Background: an optimization exercise with open tools, aiming at small area, a short achievable clock period and few clock cycles. Do not read the settings as production practice.
Function was checked by simulation only, so behaviour that the tests miss may differ from the original.
Power figures rest on the tool's default switching activity, not on a simulated workload.

$ cat flow/config.mk
export PLATFORM = sky130hd
export DESIGN_NAME = systolic_mac_top
export DESIGN_NICKNAME = systolic_mac_top
export VERILOG_FILES = /design/flow/design.v
export SDC_FILE = /design/flow/constraint.sdc
export NUM_CORES = 4
export LEC_CHECK = 0
export CAP_MARGIN = 20
export CORE_MARGIN = 2
export CORE_UTILIZATION = 40
export SLEW_MARGIN = 20
$ cat flow/constraint.sdc
create_clock -name core_clock -period 5.5 [get_ports {clk}]
set_input_delay 1.1000 -clock core_clock [delete_from_list [all_inputs] [get_ports {clk}]]
set_output_delay 1.1000 -clock core_clock [all_outputs]
set_load 0.01 [all_outputs]
$ cat flow/design.v
package systolic_pkg;
    localparam int GRID_SIZE = 4;
    localparam int DATA_WIDTH = 8;
    localparam int ACC_WIDTH  = 20;
    localparam int HALF = GRID_SIZE / 2;
endpackage
`timescale 1ns/1ps
import systolic_pkg::*;
module operand_prep (
    input  logic                            clk,
    input  logic                            rst,
    input  logic                            in_req,
    input  logic                            in_first,
    input  logic                            in_last,
    input  logic [GRID_SIZE*DATA_WIDTH-1:0] a_col,
    input  logic [GRID_SIZE*DATA_WIDTH-1:0] b_row,
    output logic                            in_ack,
    output logic                            ph_a,
    output logic                            ph_b,
    output logic                            run_first,
    output logic                            run_last,
    output logic                            start,
    output logic [HALF*DATA_WIDTH-1:0]      a_op,
    output logic [GRID_SIZE*DATA_WIDTH-1:0] b_op
);
    logic                       accept;
    logic [HALF*DATA_WIDTH-1:0] a_lo;
    assign accept = in_req & ~in_ack;
    assign start  = accept & in_first;
    always_ff @(posedge clk or negedge rst) begin
        if (!rst) begin
            in_ack <= 1'b0;
            ph_a   <= 1'b0;
            ph_b   <= 1'b0;
        end else begin
            in_ack <= in_req;
            ph_a   <= accept;
            ph_b   <= ph_a;
        end
    end
    always_ff @(posedge clk) begin
        if (accept) begin
            run_first <= in_first;
            run_last  <= in_last;
            b_op      <= b_row;
            a_op      <= a_col[HALF*DATA_WIDTH +: HALF*DATA_WIDTH];
            a_lo      <= a_col[0 +: HALF*DATA_WIDTH];
        end else if (ph_a) begin
            a_op      <= a_lo;
        end
    end
endmodule
`timescale 1ns/1ps
import systolic_pkg::*;
module booth_pe (
    input  logic                         clk,
    input  logic                         en,
    input  logic                         clear,
    input  logic [DATA_WIDTH-1:0]        a,
    input  logic [DATA_WIDTH-1:0]        b,
    output logic [ACC_WIDTH-1:0]         x,
    output logic [ACC_WIDTH-1:0]         y
);
    logic [ACC_WIDTH-1:0] base;
    logic [ACC_WIDTH-1:0] row0;
    logic [ACC_WIDTH-1:0] row1;
    logic [ACC_WIDTH-1:0] sum;
    assign base = clear ? '0 : y;
    logic w1;
    logic w2;
    logic w3;
    logic w4;
    logic w5;
    logic w6;
    logic w7;
    logic w8;
    logic w9;
    logic w10;
    logic w11;
    logic w12;
    logic w13;
    logic w14;
    logic w15;
    logic w16;
    logic w17;
    logic w18;
    logic w19;
    logic w20;
    logic w21;
    logic w22;
    logic w23;
    logic w24;
    logic w25;
    logic w26;
    logic w27;
    logic w28;
    logic w29;
    logic w30;
    logic w31;
    logic w32;
    logic w33;
    logic w34;
    logic w35;
    logic w36;
    logic w37;
    logic w38;
    logic w39;
    logic w40;
    logic w41;
    logic w42;
    logic w43;
    logic w44;
    logic w45;
    logic w46;
    logic w47;
    logic w48;
    logic w49;
    logic w50;
    logic w51;
    logic w52;
    logic w53;
    logic w54;
    logic w55;
    logic w56;
    logic w57;
    logic w58;
    logic w59;
    logic w60;
    logic w61;
    logic w62;
    logic w63;
    logic w64;
    logic w65;
    logic w66;
    logic w67;
    logic w68;
    logic w69;
    logic w70;
    logic w71;
    logic w72;
    logic w73;
    logic w74;
    logic w75;
    logic w76;
    logic w77;
    logic w78;
    logic w79;
    logic w80;
    logic w81;
    logic w82;
    logic w83;
    logic w84;
    logic w85;
    logic w86;
    logic w87;
    logic w88;
    logic bo0;
    logic bo1;
    logic bo2;
    logic bo3;
    logic bt0;
    logic bt1;
    logic bt2;
    logic bt3;
    logic bn0;
    logic bn1;
    logic bn2;
    logic bn3;
    logic pp0_0;
    logic pp0_1;
    logic pp0_2;
    logic pp0_3;
    logic pp0_4;
    logic pp0_5;
    logic pp0_6;
    logic pp0_7;
    logic pp0_8;
    logic pp1_0;
    logic pp1_1;
    logic pp1_2;
    logic pp1_3;
    logic pp1_4;
    logic pp1_5;
    logic pp1_6;
    logic pp1_7;
    logic pp1_8;
    logic pp2_0;
    logic pp2_1;
    logic pp2_2;
    logic pp2_3;
    logic pp2_4;
    logic pp2_5;
    logic pp2_6;
    logic pp2_7;
    logic pp2_8;
    logic pp3_0;
    logic pp3_1;
    logic pp3_2;
    logic pp3_3;
    logic pp3_4;
    logic pp3_5;
    logic pp3_6;
    logic pp3_7;
    logic pp3_8;
    logic pp0_8n;
    logic pp1_8n;
    logic pp2_8n;
    logic pp3_8n;
    assign bo0 = a[0] ^ 1'b0;
    assign bt0 = (a[1] & ~a[0] & ~1'b0) | (~a[1] & a[0] & 1'b0);
    assign bn0 = a[1];
    assign pp0_0 = (bo0 & b[0]) ^ bn0;
    assign pp0_1 = ((bo0 & b[1]) | (bt0 & b[0])) ^ bn0;
    assign pp0_2 = ((bo0 & b[2]) | (bt0 & b[1])) ^ bn0;
    assign pp0_3 = ((bo0 & b[3]) | (bt0 & b[2])) ^ bn0;
    assign pp0_4 = ((bo0 & b[4]) | (bt0 & b[3])) ^ bn0;
    assign pp0_5 = ((bo0 & b[5]) | (bt0 & b[4])) ^ bn0;
    assign pp0_6 = ((bo0 & b[6]) | (bt0 & b[5])) ^ bn0;
    assign pp0_7 = ((bo0 & b[7]) | (bt0 & b[6])) ^ bn0;
    assign pp0_8 = ((bo0 & b[7]) | (bt0 & b[7])) ^ bn0;
    assign pp0_8n = ~pp0_8;
    assign bo1 = a[2] ^ a[1];
    assign bt1 = (a[3] & ~a[2] & ~a[1]) | (~a[3] & a[2] & a[1]);
    assign bn1 = a[3];
    assign pp1_0 = (bo1 & b[0]) ^ bn1;
    assign pp1_1 = ((bo1 & b[1]) | (bt1 & b[0])) ^ bn1;
    assign pp1_2 = ((bo1 & b[2]) | (bt1 & b[1])) ^ bn1;
    assign pp1_3 = ((bo1 & b[3]) | (bt1 & b[2])) ^ bn1;
    assign pp1_4 = ((bo1 & b[4]) | (bt1 & b[3])) ^ bn1;
    assign pp1_5 = ((bo1 & b[5]) | (bt1 & b[4])) ^ bn1;
    assign pp1_6 = ((bo1 & b[6]) | (bt1 & b[5])) ^ bn1;
    assign pp1_7 = ((bo1 & b[7]) | (bt1 & b[6])) ^ bn1;
    assign pp1_8 = ((bo1 & b[7]) | (bt1 & b[7])) ^ bn1;
    assign pp1_8n = ~pp1_8;
    assign bo2 = a[4] ^ a[3];
    assign bt2 = (a[5] & ~a[4] & ~a[3]) | (~a[5] & a[4] & a[3]);
    assign bn2 = a[5];
    assign pp2_0 = (bo2 & b[0]) ^ bn2;
    assign pp2_1 = ((bo2 & b[1]) | (bt2 & b[0])) ^ bn2;
    assign pp2_2 = ((bo2 & b[2]) | (bt2 & b[1])) ^ bn2;
    assign pp2_3 = ((bo2 & b[3]) | (bt2 & b[2])) ^ bn2;
    assign pp2_4 = ((bo2 & b[4]) | (bt2 & b[3])) ^ bn2;
    assign pp2_5 = ((bo2 & b[5]) | (bt2 & b[4])) ^ bn2;
    assign pp2_6 = ((bo2 & b[6]) | (bt2 & b[5])) ^ bn2;
    assign pp2_7 = ((bo2 & b[7]) | (bt2 & b[6])) ^ bn2;
    assign pp2_8 = ((bo2 & b[7]) | (bt2 & b[7])) ^ bn2;
    assign pp2_8n = ~pp2_8;
    assign bo3 = a[6] ^ a[5];
    assign bt3 = (a[7] & ~a[6] & ~a[5]) | (~a[7] & a[6] & a[5]);
    assign bn3 = a[7];
    assign pp3_0 = (bo3 & b[0]) ^ bn3;
    assign pp3_1 = ((bo3 & b[1]) | (bt3 & b[0])) ^ bn3;
    assign pp3_2 = ((bo3 & b[2]) | (bt3 & b[1])) ^ bn3;
    assign pp3_3 = ((bo3 & b[3]) | (bt3 & b[2])) ^ bn3;
    assign pp3_4 = ((bo3 & b[4]) | (bt3 & b[3])) ^ bn3;
    assign pp3_5 = ((bo3 & b[5]) | (bt3 & b[4])) ^ bn3;
    assign pp3_6 = ((bo3 & b[6]) | (bt3 & b[5])) ^ bn3;
    assign pp3_7 = ((bo3 & b[7]) | (bt3 & b[6])) ^ bn3;
    assign pp3_8 = ((bo3 & b[7]) | (bt3 & b[7])) ^ bn3;
    assign pp3_8n = ~pp3_8;
    assign w1 = pp0_4 ^ pp1_2;
    assign w2 = pp0_4 & pp1_2;
    assign w3 = pp0_5 ^ pp1_3;
    assign w4 = pp0_5 & pp1_3;
    assign w5 = pp0_6 ^ pp1_4 ^ pp2_2;
    assign w6 = (pp0_6 & pp1_4) | (pp0_6 & pp2_2) | (pp1_4 & pp2_2);
    assign w7 = pp3_0 ^ bn3;
    assign w8 = pp3_0 & bn3;
    assign w9 = pp0_7 ^ pp1_5 ^ pp2_3;
    assign w10 = (pp0_7 & pp1_5) | (pp0_7 & pp2_3) | (pp1_5 & pp2_3);
    assign w11 = pp3_1 ^ base[7];
    assign w12 = pp3_1 & base[7];
    assign w13 = pp0_8n ^ pp1_6 ^ pp2_4;
    assign w14 = (pp0_8n & pp1_6) | (pp0_8n & pp2_4) | (pp1_6 & pp2_4);
    assign w15 = pp3_2 ^ base[8] ^ 1'b1;
    assign w16 = (pp3_2 & base[8]) | (pp3_2 & 1'b1) | (base[8] & 1'b1);
    assign w17 = pp1_7 ^ pp2_5 ^ pp3_3;
    assign w18 = (pp1_7 & pp2_5) | (pp1_7 & pp3_3) | (pp2_5 & pp3_3);
    assign w19 = base[9] ^ 1'b1;
    assign w20 = base[9] & 1'b1;
    assign w21 = pp1_8n ^ pp2_6 ^ pp3_4;
    assign w22 = (pp1_8n & pp2_6) | (pp1_8n & pp3_4) | (pp2_6 & pp3_4);
    assign w23 = pp2_7 ^ pp3_5;
    assign w24 = pp2_7 & pp3_5;
    assign w25 = pp0_2 ^ pp1_0;
    assign w26 = pp0_2 & pp1_0;
    assign w27 = pp0_3 ^ pp1_1;
    assign w28 = pp0_3 & pp1_1;
    assign w29 = w1 ^ pp2_0 ^ bn2;
    assign w30 = (w1 & pp2_0) | (w1 & bn2) | (pp2_0 & bn2);
    assign w31 = w2 ^ w3 ^ pp2_1;
    assign w32 = (w2 & w3) | (w2 & pp2_1) | (w3 & pp2_1);
    assign w33 = w4 ^ w5 ^ w7;
    assign w34 = (w4 & w5) | (w4 & w7) | (w5 & w7);
    assign w35 = w6 ^ w8 ^ w9;
    assign w36 = (w6 & w8) | (w6 & w9) | (w8 & w9);
    assign w37 = w10 ^ w12 ^ w13;
    assign w38 = (w10 & w12) | (w10 & w13) | (w12 & w13);
    assign w39 = w14 ^ w16 ^ w17;
    assign w40 = (w14 & w16) | (w14 & w17) | (w16 & w17);
    assign w41 = w18 ^ w20 ^ w21;
    assign w42 = (w18 & w20) | (w18 & w21) | (w20 & w21);
    assign w43 = w22 ^ w23 ^ base[11];
    assign w44 = (w22 & w23) | (w22 & base[11]) | (w23 & base[11]);
    assign w45 = w24 ^ pp2_8n ^ pp3_6;
    assign w46 = (w24 & pp2_8n) | (w24 & pp3_6) | (pp2_8n & pp3_6);
    assign w47 = pp3_7 ^ base[13];
    assign w48 = pp3_7 & base[13];
    assign w49 = pp0_0 ^ bn0;
    assign w50 = pp0_0 & bn0;
    assign w51 = pp0_1 ^ base[1];
    assign w52 = pp0_1 & base[1];
    assign w53 = w25 ^ bn1 ^ base[2];
    assign w54 = (w25 & bn1) | (w25 & base[2]) | (bn1 & base[2]);
    assign w55 = w26 ^ w27 ^ base[3];
    assign w56 = (w26 & w27) | (w26 & base[3]) | (w27 & base[3]);
    assign w57 = w28 ^ w29 ^ base[4];
    assign w58 = (w28 & w29) | (w28 & base[4]) | (w29 & base[4]);
    assign w59 = w30 ^ w31 ^ base[5];
    assign w60 = (w30 & w31) | (w30 & base[5]) | (w31 & base[5]);
    assign w61 = w32 ^ w33 ^ base[6];
    assign w62 = (w32 & w33) | (w32 & base[6]) | (w33 & base[6]);
    assign w63 = w34 ^ w35 ^ w11;
    assign w64 = (w34 & w35) | (w34 & w11) | (w35 & w11);
    assign w65 = w36 ^ w37 ^ w15;
    assign w66 = (w36 & w37) | (w36 & w15) | (w37 & w15);
    assign w67 = w38 ^ w39 ^ w19;
    assign w68 = (w38 & w39) | (w38 & w19) | (w39 & w19);
    assign w69 = w40 ^ w41 ^ base[10];
    assign w70 = (w40 & w41) | (w40 & base[10]) | (w41 & base[10]);
    assign w71 = w42 ^ w43 ^ 1'b1;
    assign w72 = (w42 & w43) | (w42 & 1'b1) | (w43 & 1'b1);
    assign w73 = w44 ^ w45 ^ base[12];
    assign w74 = (w44 & w45) | (w44 & base[12]) | (w45 & base[12]);
    assign w75 = w46 ^ w47 ^ 1'b1;
    assign w76 = (w46 & w47) | (w46 & 1'b1) | (w47 & 1'b1);
    assign w77 = w48 ^ pp3_8n ^ base[14];
    assign w78 = (w48 & pp3_8n) | (w48 & base[14]) | (pp3_8n & base[14]);
    assign w79 = base[15] ^ 1'b1;
    assign w80 = base[15] & 1'b1;
    assign w81 = base[16] ^ 1'b1;
    assign w82 = base[16] & 1'b1;
    assign w83 = base[17] ^ 1'b1;
    assign w84 = base[17] & 1'b1;
    assign w85 = base[18] ^ 1'b1;
    assign w86 = base[18] & 1'b1;
    assign w87 = base[19] ^ 1'b1;
    assign w88 = base[19] & 1'b1;
    assign row0[0] = w49;
    assign row1[0] = base[0];
    assign row0[1] = w50;
    assign row1[1] = w51;
    assign row0[2] = w52;
    assign row1[2] = w53;
    assign row0[3] = w54;
    assign row1[3] = w55;
    assign row0[4] = w56;
    assign row1[4] = w57;
    assign row0[5] = w58;
    assign row1[5] = w59;
    assign row0[6] = w60;
    assign row1[6] = w61;
    assign row0[7] = w62;
    assign row1[7] = w63;
    assign row0[8] = w64;
    assign row1[8] = w65;
    assign row0[9] = w66;
    assign row1[9] = w67;
    assign row0[10] = w68;
    assign row1[10] = w69;
    assign row0[11] = w70;
    assign row1[11] = w71;
    assign row0[12] = w72;
    assign row1[12] = w73;
    assign row0[13] = w74;
    assign row1[13] = w75;
    assign row0[14] = w76;
    assign row1[14] = w77;
    assign row0[15] = w78;
    assign row1[15] = w79;
    assign row0[16] = w80;
    assign row1[16] = w81;
    assign row0[17] = w82;
    assign row1[17] = w83;
    assign row0[18] = w84;
    assign row1[18] = w85;
    assign row0[19] = w86;
    assign row1[19] = w87;
    assign sum = row0 + row1;
    always_ff @(posedge clk) begin
        if (en) begin
            x <= sum;
            y <= x;
        end
    end
endmodule
`timescale 1ns/1ps
import systolic_pkg::*;
module pe_grid (
    input  logic                                     clk,
    input  logic                                     en,
    input  logic                                     clear,
    input  logic [HALF*DATA_WIDTH-1:0]               a_op,
    input  logic [GRID_SIZE*DATA_WIDTH-1:0]          b_op,
    output logic [GRID_SIZE*GRID_SIZE*ACC_WIDTH-1:0] acc
);
    for (genvar r = 0; r < HALF; r++) begin : g_row
        for (genvar j = 0; j < GRID_SIZE; j++) begin : g_col
            booth_pe i_pe (
                .clk   (clk),
                .en    (en),
                .clear (clear),
                .a     (a_op[r*DATA_WIDTH +: DATA_WIDTH]),
                .b     (b_op[j*DATA_WIDTH +: DATA_WIDTH]),
                .x     (acc[(r*GRID_SIZE+j)*ACC_WIDTH +: ACC_WIDTH]),
                .y     (acc[((r+HALF)*GRID_SIZE+j)*ACC_WIDTH +: ACC_WIDTH])
            );
        end
    end
endmodule
`timescale 1ns/1ps
import systolic_pkg::*;
module result_collector (
    input  logic clk,
    input  logic rst,
    input  logic start,
    input  logic ph_b,
    input  logic run_last,
    output logic done
);
    always_ff @(posedge clk or negedge rst) begin
        if (!rst) begin
            done <= 1'b0;
        end else if (start) begin
            done <= 1'b0;
        end else if (ph_b & run_last) begin
            done <= 1'b1;
        end
    end
endmodule
`timescale 1ns/1ps
import systolic_pkg::*;
module systolic_mac_top (
    input  logic                                     clk,
    input  logic                                     rst,
    input  logic                                     in_req,
    input  logic                                     in_first,
    input  logic                                     in_last,
    input  logic [GRID_SIZE*DATA_WIDTH-1:0]          a_col,
    input  logic [GRID_SIZE*DATA_WIDTH-1:0]          b_row,
    output logic                                     in_ack,
    output logic [GRID_SIZE*GRID_SIZE*ACC_WIDTH-1:0] c_mat,
    output logic                                     done
);
    logic                            ph_a;
    logic                            ph_b;
    logic                            run_first;
    logic                            run_last;
    logic                            start;
    logic [HALF*DATA_WIDTH-1:0]      a_op;
    logic [GRID_SIZE*DATA_WIDTH-1:0] b_op;
    operand_prep i_operand_prep (
        .clk       (clk),
        .rst       (rst),
        .in_req    (in_req),
        .in_first  (in_first),
        .in_last   (in_last),
        .a_col     (a_col),
        .b_row     (b_row),
        .in_ack    (in_ack),
        .ph_a      (ph_a),
        .ph_b      (ph_b),
        .run_first (run_first),
        .run_last  (run_last),
        .start     (start),
        .a_op      (a_op),
        .b_op      (b_op)
    );
    pe_grid i_pe_grid (
        .clk   (clk),
        .en    (ph_a | ph_b),
        .clear (run_first),
        .a_op  (a_op),
        .b_op  (b_op),
        .acc   (c_mat)
    );
    result_collector i_result_collector (
        .clk      (clk),
        .rst      (rst),
        .start    (start),
        .ph_b     (ph_b),
        .run_last (run_last),
        .done     (done)
    );
endmodule
$ cat flow/run.sh
#!/bin/bash
# synth_recipe.tcl (not shown) runs the flow's synth.tcl, then flattens the netlist and writes it again
# the make line also repeats each setting of config.mk as NAME=value (left out here)
make -C /OpenROAD-flow-scripts/flow DESIGN_CONFIG=/design/flow/config.mk WORK_HOME=/design/flow/orfs CLKGATE_MAP_FILE= SYNTH_SCRIPT=/design/flow/synth_recipe.tcl finish
==> impl_metrics.json <==
{
  "clk-insertion-delay-late_ns": 0.61,
  "clk_pin_slew_ns": 0.07,
  "min_period_ns": 5.16,
  "pwr_density_cell_mw_per_mm2": 546,
  "finalCritPeriodShare_pct": 93.8,
  "slew_headroom_pct": 31.7,
  "leakagePower_nw": 17.6,
  "avgSynthCellArea_um2": 9.10,
  "grt_setup_unrepaired": "no",
  "arrival_ns": 5.50,
  "gp_congestion": 0.908,
  "insertedDiodeCount": 0,
  "htree_num_levels": 2,
  "ant_nets": 0,
  "yosysWarnings": 3,
  "fin_util_pct": 48.7,
  "row_count": 109,
  "crit_path_start_kind": "flop",
  "post-cts-setup-buffers": 0,
  "grt_pass1_vias": 28600,
  "ys_dominant_reg_cell": "edfxtp_1",
  "cts_tree": "built",
  "finalClockSkew_ns": 0.0270,
  "fmax_ghz": 0.194,
  "grt_pass1_wl_um": 162000,
  "synth_area_leader_cell": "edfxtp_1",
  "synth_edf_count": 386,
  "antenna_found_initial": 2,
  "drc": 0,
  "die_w_um": 303,
  "synthCells": 3942,
  "grt_max_degree": 115,
  "hp-class": "flop to flop",
  "clockBufferDepth": 3,
  "status": "timing/DRC/antenna clean",
  "layout.nets": 4743,
  "drv_slew": 0,
  "post_drt_via_cell_ratio": 5.48,
  "ir_drop_v": 0.000388,
  "core-area_mm2": 0.0886,
  "maxCapViolCount": 0,
  "port_buffers": 390,
  "topRoutingLayerUsed": "met5",
  "dpl.hpwl_um": 78600,
  "drt_iter0_drc": 2120,
  "syn-num-nets": 4467,
  "worst_ep_required_time_ns": 5.84,
  "die_area_mm2": 0.0921,
  "synth_seq_cells": 390,
  "cts_sinks": 390,
  "finalHoldViolations": 0,
  "grt_remaining_overflow": 0,
  "post_drt_wl_per_cell_um": 19.3,
  "numCtsBuffers": 47,
  "setup_violations": 0,
  "totalNegativeSetupSlack_ns": 0,
  "syn-cell-area_mm2": 0.0359,
  "synth_top_cell_area_share_pct": 32.3,
  "io_pins": 391,
  "wl_met1_um": 45000,
  "dr.pass1.iters": 8,
  "worstPathMaxFanout": 13,
  "die_y_um": 303,
  "worst_slew_pin_slew_ns": 1.02,
  "cp-end-kind": "flop",
  "wl_met2_um": 51400,
  "cts-root-buf": "clkbuf_16",
  "p_total_mw": 23.5,
  "async_reset_ff_share_pct": 1.03,
  "start_util_pct": 40.5,
  "n_fill_cell": 8307,
  "met3_wirelength_um": 5420,
  "track_usage_pct": 22.4,
  "synth.area.top_cells": "edfxtp_1 (32%), fa_1 (11%), ha_1 (8.9%)",
  "area_delta_synth_final_pct": 20.3,
  "synth.distinct_cells": 75,
  "seq_area_frac_synth_pct": 32.6,
  "routed_wl_um": 105000,
  "crit_type": "flop to flop",
  "vias": 29700,
  "drive_above_1_share_pct": 6.37
}
[state kept, by name, indices dropped and copies added (netlist names)]
name                          flops
i_pe_grid.g_row.g_col.i_pe.x    160
i_pe_grid.g_row.g_col.i_pe.y    160
i_operand_prep.b_op              32
i_operand_prep.a_lo              16
i_operand_prep.a_op              16
i_operand_prep.in_ack             1
i_operand_prep.ph_a               1
i_operand_prep.ph_b               1
i_operand_prep.run_first          1
i_operand_prep.run_last           1
i_result_collector.done           1
[repair_timing]
item | in CTS | in global routing
setup endpoints to repair | 0 | 6
hold buffers | 0 | 0
endpoints found under the hold margin | 0 | 0
gates resized for setup | 0 | 6
[worst max-delay path: stages, from the launching register on]
cell	delay (ns)
edfxtp_1	0.52
nand2_1	0.41
o22ai_1	0.15
nor2_1	0.13
nor2_1	0.05
a221oi_1	0.29
fa_1	0.47
inv_1	0.09
fa_1	0.47
inv_1	0.10
fa_1	0.42
ha_1	0.33
or2_2	0.31
o31ai_1	0.07
a21oi_1	0.09
a31oi_1	0.50
or3_1	0.24
o22ai_1	0.10
xor2_1	0.16
[synthesized netlist by cell type (all sizes together), types with 26 or more instances]
cell type	number
o22ai	121
xor2	63
a221oi	61
inv	390
mux2i	33
nand3	63
a31oi	26
a21o	55
nor2b	134
edfxtp	386
a21oi	325
nand2	272
maj3	67
xnor2	106
nand2b	134
clkbuf	273
buf	50
o21ai	239
nor2	290
fa	200
a22oi	60
ha	256
o21bai	26
nor3	36
[logic make-up (layout without fill, tap and decap cells)]
logic type      count (synthesis)  in the layout  synth area share [%]
compound gates               1080           1080                  18.7
xor+xnor                      169            169                  4.13
fa+ha+maj                     523            523                  22.0
buf+inv                       713           1028                  7.46
flops                         390            390                  32.6
mux                            57             57                  1.67
simple gates                 1010           1010                  13.5
[final timing paths]
path	cells after the start	slack, ns	from	endpoint
worst max-delay path	18	0.34	i_operand_prep.a_op[2]	i_pe_grid.g_row[0].g_col[2].i_pe.x[17]
worst min-delay path	0	0.40	i_operand_prep.ph_a	i_operand_prep.ph_b
worst max register to register	18	0.34	i_operand_prep.a_op[2]	i_pe_grid.g_row[0].g_col[2].i_pe.x[17]
worst min register to register	0	0.40	i_operand_prep.ph_a	i_operand_prep.ph_b
max in group asynchronous	1	4.63	rst	i_operand_prep.ph_a
min in group asynchronous	1	0.71	rst	i_operand_prep.in_ack
[metal layers]
layer / track usage (%) / vias up
met3: 2.68 / 150
met2: 38.7 / 923
li1: - / 14400
met1: 29.5 / 14300
met5: 0 / -
met4: 6.47 / 4
[power by group]
part           internal [mW]  switching, mW  total (mW)  leakage [nW]
Combinational           6.51           7.87        14.4          13.0
Sequential              5.07          0.638        5.71          3.77
Clock                   2.08           1.37        3.45         0.815
[per-stage QoR]
stage               cells  hold slack [ns]  cell area, um2  worst slack, ns
floorplan            3942            0.360           35900            0.460
global placement     5334            0.384           41500            0.315
detailed placement   5334            0.388           41500            0.293
CTS                  5422            0.400           43100            0.260
global route         5422            0.429           43200          0.00861
finish               5422            0.400           43200            0.339
[layout by cell type (no fill, tap or decap), types with 9 or more instances in the layout]
| cell | Yosys | final |
|---|---|---|
| mux2_1 | 23 | 23 |
| a21oi_1 | 324 | 324 |
| nor3_1 | 36 | 36 |
| nand2_1 | 272 | 272 |
| ha_1 | 256 | 256 |
| fa_1 | 200 | 200 |
| a22o_1 | 10 | 10 |
| o22ai_1 | 121 | 121 |
| mux2i_1 | 33 | 33 |
| a31oi_1 | 26 | 26 |
| clkbuf_16 | 0 | 48 |
| a21o_1 | 55 | 55 |
| and3_1 | 14 | 14 |
| nand3_1 | 63 | 63 |
| a22oi_1 | 60 | 60 |
| buf_4 | 0 | 143 |
| o221ai_1 | 15 | 15 |
| nor2b_1 | 134 | 132 |
| edfxtp_1 | 386 | 386 |
| o31ai_1 | 22 | 22 |
| o21a_1 | 24 | 24 |
| inv_1 | 373 | 373 |
| o311a_1 | 9 | 9 |
| clkdlybuf4s50_1 | 0 | 390 |
| o211ai_1 | 22 | 22 |
| buf_12 | 0 | 16 |
| nand4_1 | 9 | 9 |
| xnor2_1 | 106 | 106 |
| o21ai_1 | 173 | 173 |
| and2_1 | 15 | 15 |
| nand2b_1 | 134 | 134 |
| a211oi_1 | 19 | 19 |
| nor2_1 | 290 | 285 |
| a221oi_1 | 61 | 60 |
| o21ai_0 | 66 | 66 |
| inv_2 | 17 | 16 |
| xor2_1 | 63 | 63 |
| o21bai_1 | 26 | 26 |
| maj3_1 | 67 | 67 |
| bufinv_16 | 0 | 10 |
[layout make-up]
type                    instances  area, um2  share of cell area (%)
multi-input cells            2839      21500                    49.9
flip-flops and latches        390      11700                    27.1
repair buffers                550       5310                    12.3
inverters                     390       1470                    3.40
well taps                    1165       1460                    3.38
clock buffers                  53       1220                    2.83
clock inverters                35        465                    1.08
Testbench counts, summed over its fixed seeds: cycles 3,422.

-- separate check: timing with driven ports --
The results above use ideal ports. As a check the final layout listed here was re-extracted and re-timed, cells and wires unchanged.
Step 1, drivers: a clkbuf_16 drives clk and a buf_2 each remaining input, both assumed.
Step 2 times the ports against the registers' clock, not the clock port: input delays grow and output delays shrink by t, the midpoint of the rising clock arrivals with the driver on.
Slacks: ideal ports / drivers / drivers and shift; pairs: ideal ports / drivers.
shift t [ns]: 0.657
setup WS [ns]: 0.339 / 0.339 / 0.339
worst setup path after step 2: register to register
clock arrival spread, ns: 0.028 / 0.028
After both steps this run still meets setup and hold. The setup slack of this run moves by 0.000 ns with the drivers and by 0.000 ns with both steps.
